This design comes from an exercise in tuning for small area on the open sky130 flow, not from production work. Function was checked by simulation only, so behaviour that the tests miss may differ from the original. No driver is modelled on the clock port, so clocking that relies on it looks cheaper here than on a real chip. Power figures rest on the tool's default switching activity, not on a simulated workload.

<file path="design/flow/config.mk">
export PLATFORM = sky130hd
export DESIGN_NAME = wb_regfile
export DESIGN_NICKNAME = wb_regfile
export VERILOG_FILES = /design/flow/design.v
export SDC_FILE = /design/flow/constraint.sdc
export NUM_CORES = 8
export LEC_CHECK = 0
export CAP_MARGIN = 20
export CORE_MARGIN = 2
export CORE_UTILIZATION = 40
export SLEW_MARGIN = 20
</file>
<file path="design/flow/constraint.sdc">
create_clock -name core_clock -period 10.0 [get_ports {clk}]
set_input_delay 2.0000 -clock core_clock [delete_from_list [all_inputs] [get_ports {clk}]]
set_output_delay 2.0000 -clock core_clock [all_outputs]
set_load 0.01 [all_outputs]
</file>
<file path="design/flow/design.v">
module wb_regfile #(
    parameter int DATA_W = 32,
    parameter int ADDR_W = 5,
    parameter int CNT_W  = 32
) (
    input  logic              clk,
    input  logic              rst,
    input  logic              RegWriteW,
    input  logic              MemtoRegW,
    input  logic [DATA_W-1:0] ReadDataW,
    input  logic [DATA_W-1:0] ALUOutW,
    input  logic [ADDR_W-1:0] WriteRegW,
    input  logic [ADDR_W-1:0] A1,
    input  logic [ADDR_W-1:0] A2,
    output logic [DATA_W-1:0] RD1,
    output logic [DATA_W-1:0] RD2,
    output logic [DATA_W-1:0] ResultW,
    input  logic [ADDR_W-1:0] DbgAddr,
    output logic [DATA_W-1:0] DbgData,
    output logic [CNT_W-1:0]  WbCount
);
    localparam int NREGS = 1 << ADDR_W;
    logic [DATA_W-1:0] regs [1:NREGS-1];
    logic              live;
    logic [NREGS-1:1]  wen;
    logic [NREGS-1:1]  hold;
    logic              commit;
    for (genvar b = 0; b < DATA_W; b++) begin : g_res
        rf_mux2 u_res (.s(MemtoRegW), .a0(ALUOutW[b]), .a1(ReadDataW[b]), .y(ResultW[b]));
    end
    assign commit  = rst & RegWriteW & (WriteRegW != '0);
    logic [3:0] whi, hn;
    logic [7:0] wlo, ln;
    for (genvar j = 0; j < 4; j++) begin : g_whi
        assign whi[j] = commit & (WriteRegW[4:3] == 2'(j));
        assign hn[j]  = live & ~whi[j];
    end
    for (genvar k = 0; k < 8; k++) begin : g_wlo
        assign wlo[k] = (WriteRegW[2:0] == 3'(k));
        assign ln[k]  = live & ~wlo[k];
    end
    for (genvar i = 1; i < NREGS; i++) begin : g_wdec
        rf_and2 u_wen  (.a(whi[i/8]), .b(wlo[i%8]), .y(wen[i]));
        rf_or2  u_hold (.a(hn[i/8]),  .b(ln[i%8]),  .y(hold[i]));
    end
    logic [CNT_W-1:0] cnt_nxt;
    logic [CNT_W-1:0] cnt_c;
    assign cnt_c[0] = commit;
    for (genvar b = 0; b < CNT_W - 1; b++) begin : g_cnt
        rf_ha u_ha (.a(WbCount[b]), .b(cnt_c[b]), .s(cnt_nxt[b]), .c(cnt_c[b+1]));
    end
    rf_xor2 u_cnt_msb (.a(WbCount[CNT_W-1]), .b(cnt_c[CNT_W-1]), .y(cnt_nxt[CNT_W-1]));
    always_ff @(posedge clk or negedge rst) begin
        if (!rst) begin
            live    <= 1'b0;
            WbCount <= '0;
        end else begin
            live    <= 1'b1;
            WbCount <= cnt_nxt;
        end
    end
    logic [DATA_W-1:0] nxt [1:NREGS-1];
    for (genvar r = 1; r < NREGS; r++) begin : g_reg
        for (genvar b = 0; b < DATA_W; b++) begin : g_bit
            rf_ao22 u_nxt (.a1(wen[r]), .a2(ResultW[b]), .b1(hold[r]), .b2(regs[r][b]),
                           .y(nxt[r][b]));
        end
        always_ff @(posedge clk) regs[r] <= nxt[r];
    end
    logic [NREGS-1:0] sel [3];
    logic [3:0] rhi [3];
    logic [7:0] rlo [3];
    logic [1:0] byp;
    assign byp[0] = commit & (WriteRegW == A1);
    assign byp[1] = commit & (WriteRegW == A2);
    for (genvar j = 0; j < 4; j++) begin : g_rhi
        assign rhi[0][j] = (A1[4:3] == 2'(j)) & live & ~byp[0];
        assign rhi[1][j] = (A2[4:3] == 2'(j)) & live & ~byp[1];
        assign rhi[2][j] = (DbgAddr[4:3] == 2'(j)) & live;
    end
    for (genvar k = 0; k < 8; k++) begin : g_rlo
        assign rlo[0][k] = (A1[2:0] == 3'(k));
        assign rlo[1][k] = (A2[2:0] == 3'(k));
        assign rlo[2][k] = (DbgAddr[2:0] == 3'(k));
    end
    assign sel[0][0] = byp[0];
    assign sel[1][0] = byp[1];
    assign sel[2][0] = 1'b0;
    for (genvar p = 0; p < 3; p++) begin : g_rdec
        for (genvar i = 1; i < NREGS; i++) begin : g_r
            rf_and2 u_s (.a(rhi[p][i/8]), .b(rlo[p][i%8]), .y(sel[p][i]));
        end
    end
    logic [DATA_W-1:0] rout [3];
    for (genvar p = 0; p < 3; p++) begin : g_port
        for (genvar b = 0; b < DATA_W; b++) begin : g_bit
            logic [NREGS-1:0] d;
            logic [10:0]      t;
            logic [2:0]       u;
            assign d[0] = (p == 2) ? 1'b0 : ResultW[b];
            for (genvar r = 1; r < NREGS; r++) begin : g_d
                assign d[r] = regs[r][b];
            end
            if (p == 2) begin : g_dbg
                for (genvar g = 0; g < 10; g++) begin : g_grp
                    rf_aoi222 u_aoi (.a1(sel[p][3*g+1]), .a2(d[3*g+1]),
                                     .b1(sel[p][3*g+2]), .b2(d[3*g+2]),
                                     .c1(sel[p][3*g+3]), .c2(d[3*g+3]), .y(t[g]));
                end
                rf_nand2 u_n1 (.a(sel[p][31]), .b(d[31]), .y(t[10]));
            end else begin : g_rd
                for (genvar g = 0; g < 10; g++) begin : g_grp
                    rf_aoi222 u_aoi (.a1(sel[p][3*g]),   .a2(d[3*g]),
                                     .b1(sel[p][3*g+1]), .b2(d[3*g+1]),
                                     .c1(sel[p][3*g+2]), .c2(d[3*g+2]), .y(t[g]));
                end
                rf_aoi22 u_aoi2 (.a1(sel[p][30]), .a2(d[30]),
                                 .b1(sel[p][31]), .b2(d[31]), .y(t[10]));
            end
            rf_nand4 u_r0 (.a(t[0]), .b(t[1]), .c(t[2]),  .d(t[3]), .y(u[0]));
            rf_nand4 u_r1 (.a(t[4]), .b(t[5]), .c(t[6]),  .d(t[7]), .y(u[1]));
            rf_nor2  u_r2 (.a(u[0]), .b(u[1]),                      .y(u[2]));
            rf_nand4 u_o  (.a(u[2]), .b(t[8]), .c(t[9]),  .d(t[10]), .y(rout[p][b]));
        end
    end
    assign RD1     = rout[0];
    assign RD2     = rout[1];
    assign DbgData = rout[2];
endmodule
module rf_aoi222 (input logic a1, a2, b1, b2, c1, c2, output logic y);
    assign y = ~((a1 & a2) | (b1 & b2) | (c1 & c2));
endmodule
module rf_ao22 (input logic a1, a2, b1, b2, output logic y);
    assign y = (a1 & a2) | (b1 & b2);
endmodule
module rf_aoi22 (input logic a1, a2, b1, b2, output logic y);
    assign y = ~((a1 & a2) | (b1 & b2));
endmodule
module rf_and2 (input logic a, b, output logic y);
    assign y = a & b;
endmodule
module rf_or2 (input logic a, b, output logic y);
    assign y = a | b;
endmodule
module rf_mux2 (input logic s, a0, a1, output logic y);
    assign y = s ? a1 : a0;
endmodule
module rf_nand2 (input logic a, b, output logic y);
    assign y = ~(a & b);
endmodule
module rf_nor2 (input logic a, b, output logic y);
    assign y = ~(a | b);
endmodule
module rf_nand4 (input logic a, b, c, d, output logic y);
    assign y = ~(a & b & c & d);
endmodule
module rf_xor2 (input logic a, b, output logic y);
    assign y = a ^ b;
endmodule
module rf_ha (input logic a, b, output logic s, c);
    assign s = a ^ b;
    assign c = a & b;
endmodule
</file>
<file path="design/flow/flow/run.sh">
#!/bin/bash
# Own layout flow. The RTL describes its read multiplexers, next-state gates,
# decoders and write-back select with small gate modules (rf_*). This flow binds
# each of those modules to the sky130 cell it describes (flow/cells.v) before
# running the standard ORFS flow, which then synthesizes everything else
# exactly as usual. Port buffers use the smallest buffer, and the clock tree
# is built from clkbuf_8 clusters without dummy loads.
set -euo pipefail
python3 flow/prep.py design.v flow/cells.v mapped.v > prep.log 2>&1
export BUFFER_PORTS_ARGS="-buffer_cell sky130_fd_sc_hd__buf_1"
export CTS_ARGS="-sink_clustering_enable -repair_clock_nets -dont_use_dummy_load -buf_list sky130_fd_sc_hd__clkbuf_8 -sink_clustering_size 14 -sink_clustering_max_diameter 60"
bash standard.sh VERILOG_FILES=$PWD/mapped.v > standard.log 2>&1
</file>
<file path="design/flow/flow/cells.v">
module rf_aoi222 (input a1, a2, b1, b2, c1, c2, output y);
    sky130_fd_sc_hd__a222oi_1 u_cell (.A1(a1), .A2(a2), .B1(b1), .B2(b2), .C1(c1), .C2(c2), .Y(y));
endmodule
module rf_aoi22 (input a1, a2, b1, b2, output y);
    sky130_fd_sc_hd__a22oi_1 u_cell (.A1(a1), .A2(a2), .B1(b1), .B2(b2), .Y(y));
endmodule
module rf_nand2 (input a, b, output y);
    sky130_fd_sc_hd__nand2_1 u_cell (.A(a), .B(b), .Y(y));
endmodule
module rf_nand4 (input a, b, c, d, output y);
    sky130_fd_sc_hd__nand4_1 u_cell (.A(a), .B(b), .C(c), .D(d), .Y(y));
endmodule
module rf_ao22 (input a1, a2, b1, b2, output y);
    sky130_fd_sc_hd__a22o_1 u_cell (.A1(a1), .A2(a2), .B1(b1), .B2(b2), .X(y));
endmodule
module rf_and2 (input a, b, output y);
    sky130_fd_sc_hd__and2_4 u_cell (.A(a), .B(b), .X(y));
endmodule
module rf_or2 (input a, b, output y);
    sky130_fd_sc_hd__or2_4 u_cell (.A(a), .B(b), .X(y));
endmodule
module rf_mux2 (input s, a0, a1, output y);
    sky130_fd_sc_hd__mux2_4 u_cell (.S(s), .A0(a0), .A1(a1), .X(y));
endmodule
module rf_nor2 (input a, b, output y);
    sky130_fd_sc_hd__nor2_1 u_cell (.A(a), .B(b), .Y(y));
endmodule
module rf_ha (input a, b, output s, c);
    sky130_fd_sc_hd__ha_1 u_cell (.A(a), .B(b), .SUM(s), .COUT(c));
endmodule
module rf_xor2 (input a, b, output y);
    sky130_fd_sc_hd__xor2_1 u_cell (.A(a), .B(b), .X(y));
endmodule
</file>
<file path="design/flow/flow/prep.py">
# strip rf_* module definitions from design.v and append cell wrappers
import re,sys
src,cells,out=sys.argv[1:4]
s=open(src).read()
s=re.sub(r'\nmodule\s+rf_\w+.*?endmodule[^\n]*', '\n', s, flags=re.S)
open(out,'w').write(s+'\n'+open(cells).read())
</file>
<file path="design/flow/standard.sh">
#!/bin/bash
# synth_recipe.tcl (not shown) runs the flow's synth.tcl, then flattens the netlist and writes it again
# the make line also repeats each setting of config.mk as NAME=value (left out here)
make -C /OpenROAD-flow-scripts/flow DESIGN_CONFIG=/design/flow/config.mk WORK_HOME=/design/flow/orfs CLKGATE_MAP_FILE= SYNTH_SCRIPT=/design/flow/synth_recipe.tcl "${@:-finish}"
</file>
==> reports/metrics.csv, run 1 <==
metric,value,unit
combPwrFrac,0.090,
path_clk_slew,90,ps
die_area,0.118,mm²
grt_pass1_wl,346000,µm
cp_slowest_cell,nor3_4,
max_freq,127,MHz
cp.required,10660,ps
postCtsSetupRepairBufs,0,
synth.net_count,4063,
critical_path.max_stage_delay,430,ps
vias,50282,
placed_cells_incl_taps,5550,
fin_crit,7870,ps
p_sw_frac,0.287,
yosysWarnings,11,
post_route_cells_drive_above_1_share,0.0767,
track_usage,0.405,
ios,248,
dr.pass1.iters,23,
hold_depth,1,
multiInputGateArea,0.0240,mm²
htree_levels,3,
worst_path_most_repeated_cell,ha_1,
syn_to_final_growth,6.53,%
final-seq-area,0.0207,mm²
drv_slew,0,
cts_buffers,94,
port_buffers,247,
clk_latency,830,ps
fin_area,0.0490,mm²
layout_common_cells,"a22o_1 (992), dfxtp_1 (992), a222oi_1 (960), nand4_1 (288), buf_1 (245)",
syn_avg_cell_area,11.7,µm²
routed_wl,254000,µm
tritoncts,built,
coreArea,0.114,mm²
syn_inst,3944,
vdd_drop_max,0.0922,mV
cts_buffer_depth,3,
holdCritPathClass,reg2reg,
wire_per_inst,44.9,µm
place_hpwl,132000,µm
max_slew.worst_pin.slew,1070,ps
fin_crit_sh,0.787,
via_per_inst,8.89,
first_iter_violations,16115,
instances_no_fill,5653,
cp.arrival,8520,ps
placedInstanceArea,0.0476,mm²
ys_seq_area_frac,0.450,
seqPwrFrac,0.589,
synth_top_area_share,0.432,
hold_buffers,0,
synth-seq-cells,1025,
syn_area,0.0460,mm²
p_switching,2.06,mW
place_congestion,1.01,
ant_nets,0,
final_hold_viol_count,0,
synth_top_cell_by_area,dfxtp_1,
power_density,146,mW/mm²
setup_violations,0,
slew_headroom,0.282,
start_kind,primary input,
grt_max_degree,36,
critPathMaxFanout,10,
clockPowerShare,0.321,
p_int,5.11,mW
grt_pass1_vias,45630,
finalSetupTns,0,ps
grt_overflow_total,0,
post_cts_resized,0,
root_buffer,clkbuf_8,
finClkSkew,72.4,ps
antenna_found_initial,18,
initial_core_util,0.402,
synth_area_leaders,"dfxtp_1 (43%), a222oi_1 (21%), a22o_1 (19%), nand4_1 (3.9%), buf_4 (2.6%)",
die_w,343,µm
status,"complete, no violations",
crit_type,in2reg,
max_cap_viol_count,0,
synth_cell_types,35,
fillers,10881,
dieHeight,343,µm
leakagePower,16.6,nW
grt_setup_unrepaired,no,
r2r_cells,32,
cts_sinks,1025,
holdWs,468,ps
rows,124,
drc,0,
cp-end-kind,register,
final_nets,4253,
stage by stage:
step	total power, mW	setup WS, ps	utilization
final	7.17	2130	0.429
after global routing	7.27	1770	0.429
after CTS	7.08	2130	0.428
after detailed placement	4.90	1360	0.417
after floorplan	4.62	1860	-
after global placement	4.89	1440	0.417
state kept, by name, indices dropped and copies added (netlist names):
register  flops
WbCount      32
live          1
regs        992
cell families after synthesis:
logic type / count (synthesis) / share of synthesized area
flops: 1025 / 0.450
buf+inv: 173 / 0.0280
xor+xnor: 11 / 0.00210
compound gates: 2027 / 0.410
other cells: 1 / 0.0000816
mux: 32 / 0.0105
fa+ha+maj: 31 / 0.00844
simple gates: 644 / 0.0902
power groups by stage:
| stage | Combinational, mW | Sequential (mW) | Clock, mW |
|---|---|---|---|
| global placement | 0.582 | 4.31 | 0 |
| floorplan | 0.332 | 4.29 | 0 |
| CTS | 0.589 | 4.22 | 2.27 |
| detailed placement | 0.588 | 4.31 | 0 |
| finish | 0.643 | 4.22 | 2.30 |
| global route | 0.627 | 4.23 | 2.41 |
worst paths after layout:
check / start / to / slack, ps
min: WbCount[31] / WbCount[31] / 470
max reg2reg: WbCount[0] / WbCount[31] / 3800
min in group asynchronous: rst / WbCount[10] / 1270
min reg2reg: WbCount[31] / WbCount[31] / 470
max in group asynchronous: rst / WbCount[7] / 8400
max: WriteRegW[0] / WbCount[31] / 2130
final cells by class:
cell class,instances,area share
sequential,1025,0.423
antenna,9,0.000460
multi-input combinational,2746,0.490
timing repair buffer,267,0.0221
tap,1512,0.0386
clock buffer,94,0.0264
per-layer routing:
| layer | vias up | global-route usage | wire (µm) |
|---|---|---|---|
| met3 | 1624 | 0.234 | 49500 |
| met4 | 28 | 0.236 | 19400 |
| met1 | 23944 | 0.490 | 87600 |
| met5 | - | 0.0457 | 819 |
| met2 | 5901 | 0.549 | 96700 |
| li1 | 18785 | - | - |
critical path: cells and delay by family:
| kind | cells | cell delay, ps |
|---|---|---|
| AO/OA/AOI/OAI | 1 | 150 |
| XOR/XNOR | 1 | 140 |
| adder cells (fa/ha/maj) | 31 | 5610 |
| buffers and inverters | 1 | 210 |
| AND/OR/NAND/NOR | 1 | 430 |
cell usage after synthesis:
library cell,instances
xor2_1,11
conb_1,1
nor2_1,104
ha_1,31
buf_4,161
nor3_1,3
buf_6,4
nand3_1,2
nand2_4,1
a21oi_1,7
dfrtp_1,33
a22o_1,992
buf_2,4
nor2b_1,12
and2_1,2
nor4_4,2
nand4_1,288
nand2_1,41
and3_2,2
clkbuf_1,4
or2_4,31
nor3b_1,15
a222oi_1,960
and3_1,3
a22oi_1,64
dfxtp_1,992
nor4_1,1
and3b_2,4
nand3b_1,2
and4_1,1
nor3_4,1
a211oi_2,4
mux2_4,32
and3b_1,5
and2_4,124
==> run 2: changes to the inputs <==
--- a/design/flow/design.v
+++ b/design/flow/design.v
@@ -20,28 +20,33 @@
     output logic [CNT_W-1:0]  WbCount
 );
     localparam int NREGS = 1 << ADDR_W;
-    logic [DATA_W-1:0] regs [1:NREGS-1];
+    logic [DATA_W-1:0] regs [1:NREGS-1];    
     logic              live;
-    logic [NREGS-1:1]  wen;
-    logic [NREGS-1:1]  hold;
+    logic              phase;
+    logic [NREGS-1:1]  ld;      
+    logic [NREGS-1:1]  nwen;    
+    logic [DATA_W-1:0] resx;    
     logic              commit;
     for (genvar b = 0; b < DATA_W; b++) begin : g_res
         rf_mux2 u_res (.s(MemtoRegW), .a0(ALUOutW[b]), .a1(ReadDataW[b]), .y(ResultW[b]));
+        rf_xorb u_resx (.a(ResultW[b]), .b(phase), .y(resx[b]));
     end
     assign commit  = rst & RegWriteW & (WriteRegW != '0);
-    logic [3:0] whi, hn;
-    logic [7:0] wlo, ln;
+    logic [3:0] whi, whd, whn;
+    logic [7:0] wlo, wld, wln;
     for (genvar j = 0; j < 4; j++) begin : g_whi
         assign whi[j] = commit & (WriteRegW[4:3] == 2'(j));
-        assign hn[j]  = live & ~whi[j];
+        assign whd[j] = whi[j] | ~live;
+        assign whn[j] = ~whi[j];
     end
     for (genvar k = 0; k < 8; k++) begin : g_wlo
         assign wlo[k] = (WriteRegW[2:0] == 3'(k));
-        assign ln[k]  = live & ~wlo[k];
+        assign wld[k] = wlo[k] | ~live;
+        assign wln[k] = ~wlo[k];
     end
     for (genvar i = 1; i < NREGS; i++) begin : g_wdec
-        rf_and2 u_wen  (.a(whi[i/8]), .b(wlo[i%8]), .y(wen[i]));
-        rf_or2  u_hold (.a(hn[i/8]),  .b(ln[i%8]),  .y(hold[i]));
+        rf_and2 u_ld   (.a(whd[i/8]), .b(wld[i%8]), .y(ld[i]));
+        rf_or2  u_nwen (.a(whn[i/8]), .b(wln[i%8]), .y(nwen[i]));
     end
     logic [CNT_W-1:0] cnt_nxt;
     logic [CNT_W-1:0] cnt_c;
@@ -59,11 +64,15 @@
             WbCount <= cnt_nxt;
         end
     end
+    always_ff @(posedge clk or negedge rst) begin
+        if (!rst) phase <= 1'b1;
+        else      phase <= ~phase;
+    end
     logic [DATA_W-1:0] nxt [1:NREGS-1];
     for (genvar r = 1; r < NREGS; r++) begin : g_reg
         for (genvar b = 0; b < DATA_W; b++) begin : g_bit
-            rf_ao22 u_nxt (.a1(wen[r]), .a2(ResultW[b]), .b1(hold[r]), .b2(regs[r][b]),
-                           .y(nxt[r][b]));
+            rf_oai22 u_nxt (.a1(regs[r][b]), .a2(ld[r]), .b1(nwen[r]), .b2(resx[b]),
+                            .y(nxt[r][b]));
         end
         always_ff @(posedge clk) regs[r] <= nxt[r];
     end
@@ -86,6 +95,10 @@
     assign sel[0][0] = byp[0];
     assign sel[1][0] = byp[1];
     assign sel[2][0] = 1'b0;
+    logic [2:0] pc;
+    assign pc[0] = phase & ((live & (A1 != '0)) | byp[0]);
+    assign pc[1] = phase & ((live & (A2 != '0)) | byp[1]);
+    assign pc[2] = phase & live & (DbgAddr != '0);
     for (genvar p = 0; p < 3; p++) begin : g_rdec
         for (genvar i = 1; i < NREGS; i++) begin : g_r
             rf_and2 u_s (.a(rhi[p][i/8]), .b(rlo[p][i%8]), .y(sel[p][i]));
@@ -96,8 +109,8 @@
         for (genvar b = 0; b < DATA_W; b++) begin : g_bit
             logic [NREGS-1:0] d;
             logic [10:0]      t;
-            logic [2:0]       u;
-            assign d[0] = (p == 2) ? 1'b0 : ResultW[b];
+            logic [3:0]       u;
+            assign d[0] = (p == 2) ? 1'b0 : resx[b];
             for (genvar r = 1; r < NREGS; r++) begin : g_d
                 assign d[r] = regs[r][b];
             end
@@ -120,7 +133,8 @@
             rf_nand4 u_r0 (.a(t[0]), .b(t[1]), .c(t[2]),  .d(t[3]), .y(u[0]));
             rf_nand4 u_r1 (.a(t[4]), .b(t[5]), .c(t[6]),  .d(t[7]), .y(u[1]));
             rf_nor2  u_r2 (.a(u[0]), .b(u[1]),                      .y(u[2]));
-            rf_nand4 u_o  (.a(u[2]), .b(t[8]), .c(t[9]),  .d(t[10]), .y(rout[p][b]));
+            rf_nand4 u_r3 (.a(u[2]), .b(t[8]), .c(t[9]),  .d(t[10]), .y(u[3]));
+            rf_xor2  u_o  (.a(u[3]), .b(pc[p]),                     .y(rout[p][b]));
         end
     end
     assign RD1     = rout[0];
@@ -130,8 +144,8 @@
 module rf_aoi222 (input logic a1, a2, b1, b2, c1, c2, output logic y);
     assign y = ~((a1 & a2) | (b1 & b2) | (c1 & c2));
 endmodule
-module rf_ao22 (input logic a1, a2, b1, b2, output logic y);
-    assign y = (a1 & a2) | (b1 & b2);
+module rf_oai22 (input logic a1, a2, b1, b2, output logic y);
+    assign y = ~((a1 | a2) & (b1 | b2));
 endmodule
 module rf_aoi22 (input logic a1, a2, b1, b2, output logic y);
     assign y = ~((a1 & a2) | (b1 & b2));
@@ -157,6 +171,9 @@
 module rf_xor2 (input logic a, b, output logic y);
     assign y = a ^ b;
 endmodule
+module rf_xorb (input logic a, b, output logic y);
+    assign y = a ^ b;
+endmodule
 module rf_ha (input logic a, b, output logic s, c);
     assign s = a ^ b;
     assign c = a & b;
==> design/flow/flow/run.sh (replaced) <==
#!/bin/bash
# Own layout flow. The RTL describes its read multiplexers, next-state gates,
# decoders, counter and write-back select with small gate modules (rf_*).
# This flow binds each of those modules to the sky130 cell it describes
# (flow/cells.v) before running the standard ORFS flow, which synthesizes
# everything else exactly as usual. The drive buffers that flow/cells.v puts
# behind the ResultW^phase gates are kept through global placement
# (flow/keepbuf.tcl). Port buffers use the smallest buffer, and the clock
# tree is built from clkbuf_8 clusters without dummy loads.
set -euo pipefail
python3 flow/prep.py design.v flow/cells.v mapped.v > prep.log 2>&1
export BUFFER_PORTS_ARGS="-buffer_cell sky130_fd_sc_hd__buf_1"
export CTS_ARGS="-sink_clustering_enable -repair_clock_nets -dont_use_dummy_load -buf_list sky130_fd_sc_hd__clkbuf_8 -sink_clustering_size 14 -sink_clustering_max_diameter 60"
export PRE_GLOBAL_PLACE_TCL=$PWD/flow/keepbuf.tcl
bash standard.sh VERILOG_FILES=$PWD/mapped.v > standard.log 2>&1
--- a/design/flow/flow/cells.v
+++ b/design/flow/flow/cells.v
@@ -20,7 +20,7 @@
     sky130_fd_sc_hd__or2_4 u_cell (.A(a), .B(b), .X(y));
 endmodule
 module rf_mux2 (input s, a0, a1, output y);
-    sky130_fd_sc_hd__mux2_4 u_cell (.S(s), .A0(a0), .A1(a1), .X(y));
+    sky130_fd_sc_hd__mux2_1 u_cell (.S(s), .A0(a0), .A1(a1), .X(y));
 endmodule
 module rf_nor2 (input a, b, output y);
     sky130_fd_sc_hd__nor2_1 u_cell (.A(a), .B(b), .Y(y));
@@ -31,3 +31,11 @@
 module rf_xor2 (input a, b, output y);
     sky130_fd_sc_hd__xor2_1 u_cell (.A(a), .B(b), .X(y));
 endmodule
+module rf_oai22 (input a1, a2, b1, b2, output y);
+    sky130_fd_sc_hd__o22ai_1 u_cell (.A1(a1), .A2(a2), .B1(b1), .B2(b2), .Y(y));
+endmodule
+module rf_xorb (input a, b, output y);
+    wire x;
+    sky130_fd_sc_hd__xor2_1 u_cell (.A(a), .B(b), .X(x));
+    sky130_fd_sc_hd__buf_4 u_buf (.A(x), .X(y));
+endmodule
==> design/flow/flow/keepbuf.tcl (new file) <==
# keep the explicit drive buffers of the flow's cell bindings (u_buf)
set kb [get_cells -hierarchical *u_buf]
puts "keepbuf: [llength $kb] buffers kept"
set_dont_touch $kb
==> run 2 against run 1 <==
  * Clock-buffer cell count up 1
  * Via count grew 1.6%
  * Critical path depth down 22
  * Register-to-register slack got worse by 100 ps
  * Synthesized cell count is 4.2% higher
  * Highest routed layer unchanged
  * Power grew 27%
  * Flip-flop and latch count is 1 higher
  * Still clean
==> reports/metrics.csv, run 2 <==
metric,value,unit,change
synth.area.mux_share,0.00807,,was 0.0105
placed_cells_incl_taps,5684,,was 5550
drv_slew,0,,unchanged
tritoncts,built,,unchanged
hold_buffers,0,,unchanged
track_usage,0.418,,was 0.405
max_freq,118,MHz,was 127 MHz
crit_type,in2out,,was in2reg
cts_buffer_depth,3,,unchanged
place_hpwl,136000,µm,was 132000 µm
status,"complete, no violations",,unchanged
antenna_found_initial,9,,was 18
wire_per_inst,44.2,µm,was 44.9 µm
syn_inst,4108,,was 3944
synth_cell_types,37,,was 35
layout_common_cells,"o22ai_1 (992), dfxtp_1 (992), a222oi_1 (960), nand4_1 (289), buf_1 (245)",,"was a22o_1 (992), dfxtp_1 (992), a222oi_1 (960), nand4_1 (288), buf_1 (245)"
instances_no_fill,5786,,was 5653
path_clk_slew,80,ps,was 90 ps
drc,0,,unchanged
synth-xor-area-share,0.0273,,was 0.00210
largest_register,regs,,unchanged
grt_pass1_wl,351000,µm,was 346000 µm
holdCritPathClass,reg2reg,,unchanged
reg2reg_from,WbCount[0],,unchanged
max_cap_viol_count,0,,unchanged
first_iter_violations,16119,,was 16115
grt_max_degree,38,,was 36
fin_crit,8480,ps,was 7870 ps
async_reset_ff_frac,0.0331,,was 0.0322
via_per_inst,8.83,,was 8.89
largest_register_ffs,992,,unchanged
grt_pass1_vias,46964,,was 45630
syn_to_final_growth,6.70,%,was 6.53%
top_regs,"regs x992, WbCount x32",,"was regs x992, WbCount x32, live x1"
post_route_cells_drive_above_1_share,0.0732,,was 0.0767
finalPower,9.10,mW,was 7.17 mW
fin_area,0.0477,mm²,was 0.0490 mm²
grt_setup_unrepaired,no,,unchanged
setup_violations,0,,unchanged
start_kind,primary input,,unchanged
syn_area,0.0447,mm²,was 0.0460 mm²
clk_latency,780,ps,was 830 ps
critPathMaxFanout,32,,was 10
placedInstanceArea,0.0463,mm²,was 0.0476 mm²
vdd_drop_max,0.101,mV,was 0.0922 mV
setup_slack,1520,ps,was 2130 ps
reg2reg_setup_slack,3700,ps,was 3800 ps
vias,51062,,was 50282
postCtsSetupRepairBufs,0,,unchanged
ant_nets,0,,unchanged
cp.required,8000,ps,was 10660 ps
die_w,338,µm,was 343 µm
synth_top_cell_by_area,dfxtp_1,,unchanged
leakagePower,16.4,nW,was 16.6 nW
synth-simple-area-share,0.0919,,was 0.0902
cp.arrival,6480,ps,was 8520 ps
synth_compound_area_frac,0.367,,was 0.410
cts_buffers,95,,was 94
holdWs,477,ps,was 468 ps
finalSetupTns,0,ps,unchanged
hold_start,WbCount[31],,unchanged
synth_adder_area_share,0.00868,,was 0.00844
cp-end-kind,output pin,,was register
dieHeight,338,µm,was 343 µm
rows,122,,was 124
ys_seq_area_frac,0.464,,was 0.450
hold_depth,1,,unchanged
synth_top_family_by_area,compound AO/OA/AOI/OAI gates,,unchanged
slew_headroom,0.394,,was 0.282
synth_area_leaders,"dfxtp_1 (44%), a222oi_1 (22%), o22ai_1 (14%), nand4_1 (4.0%), buf_4 (3.2%)",,"was dfxtp_1 (43%), a222oi_1 (21%), a22o_1 (19%), nand4_1 (3.9%), buf_4 (2.6%)"
synth_edf_count,0,,unchanged
power_density,191,mW/mm²,was 146 mW/mm²
coreArea,0.111,mm²,was 0.114 mm²
dr.pass1.iters,22,,was 23
utilization,0.431,,was 0.429
synth-seq-cells,1026,,was 1025
r2r_cells,32,,unchanged
port_buffers,247,,unchanged
initial_core_util,0.404,,was 0.402
final_nets,4412,,was 4253
synth.net_count,4227,,was 4063
grt_overflow_total,0,,unchanged
post_cts_resized,0,,unchanged
syn_avg_cell_area,10.9,µm²,was 11.7 µm²
finClkSkew,111,ps,was 72.4 ps
routed_wl,256000,µm,was 254000 µm
ios,248,,unchanged
final_hold_viol_count,0,,unchanged
fin_crit_sh,0.848,,was 0.787
dpl_worst_slack,958,ps,was 1360 ps
die_area,0.114,mm²,was 0.118 mm²
place_congestion,1.02,,was 1.01
synth_top_area_share,0.445,,was 0.432
synthTopCellsByCount,"dfxtp_1 (992), o22ai_1 (992), a222oi_1 (960)",,"was a22o_1 (992), dfxtp_1 (992), a222oi_1 (960)"
synth_ff_type,dfxtp_1,,unchanged
max_slew.worst_pin.slew,909,ps,was 1070 ps
htree_levels,3,,unchanged
root_buffer,clkbuf_8,,unchanged
cts_sinks,1026,,was 1025
hold-path-endpoint,WbCount[31],,unchanged
rr_endpoint,WbCount[31],,unchanged
yosysWarnings,11,,unchanged
==> run 2: cell count changes after synthesis, sizes merged, moves of 4 or more <==
cell and change:
a211oi -4, a21oi -6, a22o -992, buf +26, clkbuf +6, nand2 +12, nor2b -12, o22ai +992
xnor2 +10, xor2 +118
==> run 2: worst max-delay path by stage <==
stage                      start     endpoint  slack (ps)  depth (start not counted)
floorplan           WriteRegW[2]  WbCount[31]        1450                         36
global placement    WriteRegW[2]  WbCount[31]         960                         36
detailed placement  WriteRegW[2]  WbCount[31]         960                         36
CTS                 WriteRegW[2]  WbCount[31]        1680                         36
global route        WriteRegW[2]  WbCount[31]        1250                         36
finish              WriteRegW[2]      RD2[21]        1520                         13
==> run 2: cell type report <==
class	instances	area, µm²
multi-input cells	2875	22500
repair buffers	261	1030
fillers	10790	63000
flip-flops and latches	1026	20700
clock buffers	95	1310
diodes	7	17.5
well taps	1488	1860
inverters	2	7.51
plain buffers	32	240
==> run 2: cell families after synthesis <==
logic type | count (synthesis)
buffers and inverters | 207
xor gates and xnor gates | 139
AOI/OAI and AO/OA | 2024
DFF | 1026
and+or+nand+nor | 648
muxes | 32
adders and majority gates | 31
other | 1
==> run 2: critical path, stage by stage <==
cell	delay (ps)
buf_1	90
or3_4	440
o311ai_4	480
buf_4	260
o31ai_2	130
nor3_1	560
and2_4	740
a222oi_1	230
nand4_1	560
nor2_1	240
nand4_1	180
xor2_1	320
buf_1	190
==> run 2: layer usage <==
layer / GRT usage / vias to the layer above / part of all wire
met5: 0.0104 / - / 0.00056
met2: 0.559 / 5893 / 0.38
met3: 0.177 / 1652 / 0.18
met4: 0.347 / 11 / 0.11
li1: - / 19314 / -
met1: 0.515 / 24192 / 0.33
==> run 2: where the power goes <==
part / internal (mW) / switching (mW)
clock network: 0.843 / 1.45
logic: 0.506 / 0.957
registers: 4.69 / 0.654
total: 6.04 / 3.06
==> run 3: changes to the inputs <==
--- a/design/flow/flow/cells.v
+++ b/design/flow/flow/cells.v
@@ -37,5 +37,5 @@
 module rf_xorb (input a, b, output y);
     wire x;
     sky130_fd_sc_hd__xor2_1 u_cell (.A(a), .B(b), .X(x));
-    sky130_fd_sc_hd__buf_4 u_buf (.A(x), .X(y));
+    sky130_fd_sc_hd__buf_2 u_buf (.A(x), .X(y));
 endmodule
==> run 3 against run 2 <==
  * Power grew 0.25%
  * Critical path type unchanged
  * Combinational power about the same
  * Via count fell by 1.0%
  * Utilization did not move
  * Die area shrank 0.18%
  * Clock power hardly changed
==> reports/metrics.csv, run 3 <==
metric,value,unit,change
synth_ff_type,dfxtp_1,,unchanged
synth.net_count,4227,,unchanged
hold_buffers,0,,unchanged
vias,50553,,was 51062
grt_pass1_vias,45425,,was 46964
rows,122,,unchanged
cp_slowest_cell,and2_4,,unchanged
top_regs,"regs x992, WbCount x32",,unchanged
critical_path.max_stage_delay,720,ps,was 740 ps
vdd_drop_max,0.101,mV,about the same
setup_slack,1580,ps,was 1520 ps
dieHeight,338,µm,about the same
drc,0,,unchanged
fin_area,0.0477,mm²,unchanged
die_w,338,µm,about the same
async_reset_ff_frac,0.0331,,unchanged
syn_area,0.0446,mm²,was 0.0447 mm²
cp.required,8000,ps,about the same
drv_slew,0,,unchanged
cts_buffers,97,,was 95
syn_to_final_growth,6.89,%,was 6.70%
grt_max_degree,38,,unchanged
grt_use_met3,0.162,,was 0.177
synth_top_cell_by_area,dfxtp_1,,unchanged
max_cap_viol_count,0,,unchanged
port_buffers,247,,unchanged
synth_edf_count,0,,unchanged
critPathMaxFanout,32,,unchanged
antenna_found_initial,14,,was 9
path_clk_slew,80,ps,about the same
finClkSkew,85.6,ps,was 111 ps
yosysWarnings,11,,unchanged
ios,248,,unchanged
first_iter_violations,15104,,was 16119
synth_top_area_share,0.445,,about the same
grt_use_met1,0.521,,was 0.515
track_usage,0.419,,was 0.418
slew_headroom,0.270,,was 0.394
setup_violations,0,,unchanged
placed_cells_incl_taps,5689,,was 5684
start_kind,primary input,,unchanged
wire_per_inst,43.5,µm,was 44.2 µm
cp_cell_sequence,"buf_1, or3_4, o311ai_4, buf_4, o31ai_2, nor3_1, and2_4, a222oi_1, nand4_1, nor2_1, nand4_1, xor2_1, buf_1",,unchanged
clk_latency,820,ps,was 780 ps
leakagePower,16.4,nW,about the same
max_freq,119,MHz,was 118 MHz
root_buffer,clkbuf_8,,unchanged
busiest_layer,met2,,unchanged
syn_inst,4108,,unchanged
final_hold_viol_count,0,,unchanged
initial_core_util,0.403,,was 0.404
synth_cell_types,37,,unchanged
synthTopCellsByCount,"dfxtp_1 (992), o22ai_1 (992), a222oi_1 (960)",,unchanged
dr.pass1.iters,23,,was 22
grt_setup_unrepaired,no,,unchanged
holdCritPathClass,reg2reg,,unchanged
cts_sinks,1026,,unchanged
htree_levels,3,,unchanged
largest_register_ffs,992,,unchanged
status,"complete, no violations",,unchanged
crit_type,in2out,,unchanged
synth_area_leaders,"dfxtp_1 (45%), a222oi_1 (22%), o22ai_1 (14%), nand4_1 (4.1%), buf_4 (2.7%)",,"was dfxtp_1 (44%), a222oi_1 (22%), o22ai_1 (14%), nand4_1 (4.0%), buf_4 (3.2%)"
max_slew.worst_pin.slew,1100,ps,was 909 ps
post_route_cells_drive_above_1_share,0.0752,,was 0.0732
grt_overflow_total,0,,unchanged
via_per_inst,8.72,,was 8.83
syn_avg_cell_area,10.9,µm²,about the same
finalSetupTns,0,ps,unchanged
ys_seq_area_frac,0.465,,was 0.464
routed_wl,252000,µm,was 256000 µm
dpl_worst_slack,937,ps,was 958 ps
cts_buffer_depth,3,,unchanged
die_area,0.114,mm²,about the same
holdWs,470,ps,was 477 ps
post_cts_resized,0,,unchanged
synth-seq-cells,1026,,unchanged
power_density,191,mW/mm²,about the same
fin_crit,8420,ps,was 8480 ps
coreArea,0.111,mm²,unchanged
grtUsageMet2,0.571,,was 0.559
fin_crit_sh,0.842,,was 0.848
place_congestion,1.01,,was 1.02
placedInstanceArea,0.0463,mm²,about the same
cp.arrival,6420,ps,was 6480 ps
reg2reg_setup_slack,3690,ps,was 3700 ps
postCtsSetupRepairBufs,0,,unchanged
grt_pass1_wl,346000,µm,was 351000 µm
layout_common_cells,"o22ai_1 (992), dfxtp_1 (992), a222oi_1 (960), nand4_1 (289), buf_1 (245)",,unchanged
cp-end-kind,output pin,,unchanged
instances_no_fill,5795,,was 5786
final_nets,4419,,was 4412
largest_register,regs,,unchanged
place_hpwl,139000,µm,was 136000 µm
tritoncts,built,,unchanged
ant_nets,0,,unchanged
[run 3: metal layers]
| metal | vias up | routed length [µm] |
|---|---|---|
| met5 | - | 129 |
| met4 | 14 | 26300 |
| met3 | 1508 | 42400 |
| met2 | 5691 | 97900 |
| met1 | 24015 | 85400 |
| li1 | 19325 | - |
[run 3: through the flow]
stage	total power, mW	util
finish	9.12	0.431
global route	9.35	0.431
CTS	8.97	0.430
detailed placement	6.76	0.418
global placement	6.73	0.418
floorplan	6.20	-
[run 3: final timing paths]
check,cells after the start,endpoint,from
setup / recovery,13,RD1[11],WriteRegW[2]
hold / removal,1,WbCount[31],WbCount[31]
setup reg to reg,32,WbCount[31],WbCount[0]
hold reg to reg,1,WbCount[31],WbCount[31]
max in group asynchronous,2,WbCount[3],rst
min in group asynchronous,2,WbCount[29],rst
[run 3: kinds of logic after synthesis]
group,after synthesis,share of synthesized area
AO/OA/AOI/OAI,2024,0.367
flip-flops,1026,0.465
AND/OR/NAND/NOR,648,0.0920
buffers and inverters,207,0.0319
XOR/XNOR,139,0.0273
multiplexers,32,0.00808
adder cells (fa/ha/maj),31,0.00870
other,1,0.0000841
[run 3: layout make-up]
| type | instances | area, µm² |
|---|---|---|
| inverters | 2 | 7.51 |
| multi-input cells | 2875 | 22500 |
| diodes | 9 | 22.5 |
| flip-flops and latches | 1026 | 20700 |
| fillers | 10838 | 63000 |
| plain buffers | 32 | 160 |
| repair buffers | 266 | 1070 |
| clock buffers | 97 | 1340 |
| well taps | 1488 | 1860 |
[run 3: critical path: cells and delay by family]
family / cells / cell delay, ps
AOI/OAI and AO/OA: 3 / 810
and+or+nand+nor: 6 / 2650
buffers and inverters: 3 / 560
xor gates and xnor gates: 1 / 330
[run 3: power by group]
| part | internal [mW] | switching (mW) |
|---|---|---|
| registers | 4.69 | 0.655 |
| logic | 0.502 | 0.966 |
| clock network | 0.860 | 1.45 |
| total | 6.05 | 3.07 |
==> run 4: changes to the inputs <==
==> design/flow/flow/run.sh (replaced) <==
#!/bin/bash
# Own layout flow. The RTL describes its read multiplexers, next-state gates,
# decoders, counter and write-back select with small gate modules (rf_*).
# This flow binds each of those modules to the sky130 cell it describes
# (flow/cells.v) before running the standard ORFS flow, which synthesizes
# everything else exactly as usual. The drive buffers that flow/cells.v puts
# behind the ResultW^phase gates are kept through global placement
# (flow/keepbuf.tcl). Port buffers use the smallest buffer. The clock tree is
# built from clkbuf_8 clusters without dummy loads, then each leaf clock
# buffer is resized to the smallest clock buffer that keeps the slew at its
# flip-flop clock pins under 105 ps (flow/clksize.tcl).
set -euo pipefail
python3 flow/prep.py design.v flow/cells.v mapped.v > prep.log 2>&1
export BUFFER_PORTS_ARGS="-buffer_cell sky130_fd_sc_hd__buf_1"
export CTS_ARGS="-sink_clustering_enable -repair_clock_nets -dont_use_dummy_load -buf_list sky130_fd_sc_hd__clkbuf_8 -sink_clustering_size 16 -sink_clustering_max_diameter 60"
export PRE_GLOBAL_PLACE_TCL=$PWD/flow/keepbuf.tcl
export POST_CTS_TCL=$PWD/flow/clksize.tcl
export CLKSIZE_LIMIT=0.105
bash standard.sh VERILOG_FILES=$PWD/mapped.v > standard.log 2>&1
==> design/flow/flow/clksize.tcl (new file) <==
# Size each leaf clock buffer (one that drives only flip-flop clock pins) to
# the smallest clock buffer that keeps the slew at its flip-flop clock pins at
# or under CLKSIZE_LIMIT (ns).
set lim 0.095
if {[info exists ::env(CLKSIZE_LIMIT)]} { set lim $::env(CLKSIZE_LIMIT) }
estimate_parasitics -placement
proc worst_load_slew {inst} {
  set w 0.0
  foreach opin [get_pins -of_objects $inst -filter "direction==output"] {
    set net [get_nets -of_objects $opin]
    foreach p [get_pins -of_objects $net -filter "direction==input"] {
      set s [get_property $p slew_max]
      if {$s > $w} { set w $s }
    }
  }
  return $w
}
set sizes {sky130_fd_sc_hd__clkbuf_2 sky130_fd_sc_hd__clkbuf_4 sky130_fd_sc_hd__clkbuf_8 sky130_fd_sc_hd__clkbuf_16}
set leaves {}
foreach inst [get_cells *] {
  if {[lsearch -exact $sizes [get_property $inst ref_name]] < 0} continue
  set opin [get_pins -of_objects $inst -filter "direction==output"]
  set net [get_nets -of_objects $opin]
  set leaf 1
  foreach p [get_pins -of_objects $net -filter "direction==input"] {
    if {[get_property $p name] ne "CLK"} { set leaf 0 }
  }
  if {$leaf} { lappend leaves $inst }
}
foreach inst $leaves {
  set orig [get_property $inst ref_name]
  set done 0
  foreach c $sizes {
    replace_cell $inst $c
    if {[worst_load_slew $inst] <= $lim} { set done 1; break }
  }
  if {!$done} { replace_cell $inst $orig }
}
# second pass: upstream slews changed with the new input loads
foreach inst $leaves {
  set i [lsearch -exact $sizes [get_property $inst ref_name]]
  while {[worst_load_slew $inst] > $lim && $i < 3} {
    incr i
    replace_cell $inst [lindex $sizes $i]
  }
}
set h {}
foreach inst $leaves { lappend h [get_property $inst ref_name] }
foreach c $sizes { puts "clksize: [llength [lsearch -all -exact $h $c]] x $c" }
detailed_placement
check_placement -verbose
==> run 4 against run 3 <==
  * Via count hardly changed
  * Critical path depth stayed put
  * Hold slack better by 3.0 ps
  * Synthesized cell count stayed put
  * Power is 1.2% lower
  * Register-to-register slack hardly changed
  * Critical path type unchanged
  * Critical endpoint unchanged
  * Largest power group unchanged
==> reports/metrics.csv, run 4 <==
metric,value,unit,change
place_hpwl,139000,µm,unchanged
seqPwrFrac,0.593,,was 0.586
cp_slowest_cell,and2_4,,unchanged
antenna_found_initial,14,,unchanged
drv_slew,0,,unchanged
place_congestion,1.01,,unchanged
grt_pass1_wl,346000,µm,about the same
grt_overflow_total,0,,unchanged
synthTopCellsByCount,"dfxtp_1 (992), o22ai_1 (992), a222oi_1 (960)",,unchanged
cp_cell_sequence,"buf_1, or3_4, o311ai_4, buf_4, o31ai_2, nor3_1, and2_4, a222oi_1, nand4_1, nor2_1, nand4_1, xor2_1, buf_1",,unchanged
syn_to_final_growth,6.54,%,was 6.89%
multiInputGateArea,0.0225,mm²,about the same
leakagePower,16.4,nW,about the same
slew_headroom,0.0792,,was 0.270
combPwrFrac,0.163,,was 0.161
final-seq-area,0.0207,mm²,unchanged
p_int,5.96,mW,was 6.05 mW
drc,0,,unchanged
path_clk_slew,90,ps,was 80 ps
instances_no_fill,5789,,was 5795
cp.arrival,6310,ps,was 6420 ps
synth.net_count,4227,,unchanged
p_sw_frac,0.339,,was 0.337
grt_pass1_vias,45416,,was 45425
critical_path.max_stage_delay,730,ps,was 720 ps
post_route_cells_drive_above_1_share,0.0743,,was 0.0752
grt_max_degree,38,,unchanged
tritoncts,built,,unchanged
cp.required,8000,ps,about the same
fillers,10852,,was 10838
finalSetupTns,0,ps,unchanged
wire_per_inst,43.5,µm,about the same
routed_wl,252000,µm,about the same
crit_type,in2out,,unchanged
yosysWarnings,11,,unchanged
placed_cells_incl_taps,5689,,unchanged
synth_ff_type,dfxtp_1,,unchanged
syn_inst,4108,,unchanged
max_slew.worst_pin.slew,1380,ps,was 1100 ps
synth-seq-cells,1026,,unchanged
cts_sinks,1026,,unchanged
grt_setup_unrepaired,no,,unchanged
final_hold_viol_count,0,,unchanged
synth_top_cell_by_area,dfxtp_1,,unchanged
first_iter_violations,15016,,was 15104
initial_core_util,0.403,,unchanged
cp-end-kind,output pin,,unchanged
synth_area_leaders,"dfxtp_1 (45%), a222oi_1 (22%), o22ai_1 (14%), nand4_1 (4.1%), buf_4 (2.7%)",,unchanged
largest_register,regs,,unchanged
vias,50551,,was 50553
clockPowerShare,0.244,,was 0.253
final_nets,4416,,was 4419
async_reset_ff_frac,0.0331,,unchanged
largest_register_ffs,992,,unchanged
coreArea,0.111,mm²,unchanged
fin_crit_sh,0.831,,was 0.842
die_area,0.114,mm²,unchanged
synth_top_area_share,0.445,,unchanged
die_w,338,µm,unchanged
start_kind,primary input,,unchanged
syn_area,0.0446,mm²,unchanged
max_freq,120,MHz,was 119 MHz
fin_crit,8310,ps,was 8420 ps
reg2reg_setup_slack,3690,ps,about the same
dieHeight,338,µm,unchanged
ys_seq_area_frac,0.465,,unchanged
rows,122,,unchanged
synth_cell_types,37,,unchanged
ant_nets,0,,unchanged
dr.pass1.iters,17,,was 23
track_usage,0.419,,about the same
layout_common_cells,"o22ai_1 (992), dfxtp_1 (992), a222oi_1 (960), nand4_1 (289), buf_1 (245)",,unchanged
synth_edf_count,0,,unchanged
syn_avg_cell_area,10.9,µm²,unchanged
via_per_inst,8.73,,was 8.72
ios,248,,unchanged
setup_violations,0,,unchanged
finClkSkew,112,ps,was 85.6 ps
holdCritPathClass,reg2reg,,unchanged
top_regs,"regs x992, WbCount x32",,unchanged
max_cap_viol_count,0,,unchanged
vdd_drop_max,0.103,mV,was 0.101 mV
p_switching,3.06,mW,was 3.07 mW
power_density,190,mW/mm²,was 191 mW/mm²
status,"complete, no violations",,unchanged
critPathMaxFanout,32,,unchanged
clk_latency,830,ps,was 820 ps
port_buffers,247,,unchanged
finalPower,9.01,mW,was 9.12 mW
## run 4: cell counts after synthesis
No cell type changed its count.
## run 4: final timing paths
check,start,endpoint,cells past startpoint
worst max-delay path,WriteRegW[2],RD1[11],13
worst min-delay path,WbCount[31],WbCount[31],1
worst max register to register,WbCount[0],WbCount[31],32
worst min register to register,WbCount[31],WbCount[31],1
max in group asynchronous,rst,phase,2
min in group asynchronous,rst,live,2
## run 4: worst max-delay path, delay by kind of cell
family / cells / cell delay [ps]
simple gates: 6 / 2590
compound gates: 3 / 820
xor+xnor: 1 / 300
buf+inv: 3 / 560
## run 4: layout make-up
type | instances | area share
antenna | 6 | 0.000316
buffer | 32 | 0.00337
clock buffer | 94 | 0.0250
inverter | 2 | 0.000158
multi-input combinational | 2875 | 0.473
sequential | 1026 | 0.436
tap | 1488 | 0.0392
timing repair buffer | 266 | 0.0226
## run 4: per-stage QoR
| stage | hold WS (ps) | utilization | instance area (µm²) | setup slack [ps] |
|---|---|---|---|---|
| floorplan | 443 | - | 44600 | 1450 |
| finish | 473 | 0.429 | 47500 | 1690 |
| global route | 507 | 0.429 | 47500 | 1260 |
| detailed placement | 464 | 0.418 | 46300 | 937 |
| global placement | 472 | 0.418 | 46300 | 971 |
## run 4: cell families after synthesis
group,share of synthesized area
XOR/XNOR,0.0273
other,0.0000841
adder cells (fa/ha/maj),0.00870
buffers and inverters,0.0319
flip-flops,0.465
AND/OR/NAND/NOR,0.0920
AO/OA/AOI/OAI,0.367
multiplexers,0.00808
## run 4: power by group through the flow
stage / registers, mW / logic [mW] / clock network, mW
after floorplan: 5.21 / 0.982 / 0
final: 5.34 / 1.47 / 2.20
after global placement: 5.38 / 1.35 / 0
after detailed placement: 5.39 / 1.37 / 0
after global routing: 5.41 / 1.50 / 2.33
## run 4: layer usage
layer	vias up	wire (µm)	global-route usage
met3	1464	42500	0.155
met5	-	65	0.00681
li1	19315	-	-
met1	24085	85100	0.524
met2	5677	97900	0.574
met4	10	26400	0.337

## afterwards: timing with drivers on the ports
In the flow no input, the clock included, has a driving cell. The finished layouts below were timed again as built, in two steps.
Step 1 sets driving cells, clkbuf_16 on the clock port and buf_2 on the other inputs (assumed; they add their load-dependent delay and slew).
Step 2, shift: input delay + t, output delay - t, t = (earliest + latest rising clock arrival at the registers) / 2. This alone moves slack from input paths to output paths.
a / b / c = ideal ports / drivers / drivers and shift; a / b = the first two.
run | shift t [ns] | setup slack, ns | worst setup path after step 2 | cell pins on the clock port's net
run 1 | 0.847 | 2.132 / 2.185 / 1.338 | input to register | 1
run 2 | 0.819 | 1.521 / 1.487 / 0.910 | input to register | 1
run 3 | 0.844 | 1.584 / 1.562 / 0.960 | input to register | 1
run 4 | 0.853 | 1.686 / 1.664 / 0.932 | input to register | 1
After both steps every run listed still meets setup and hold. The setup slack of run 1, which loses most, moves by +0.053 ns with the drivers and by -0.794 ns with both steps.
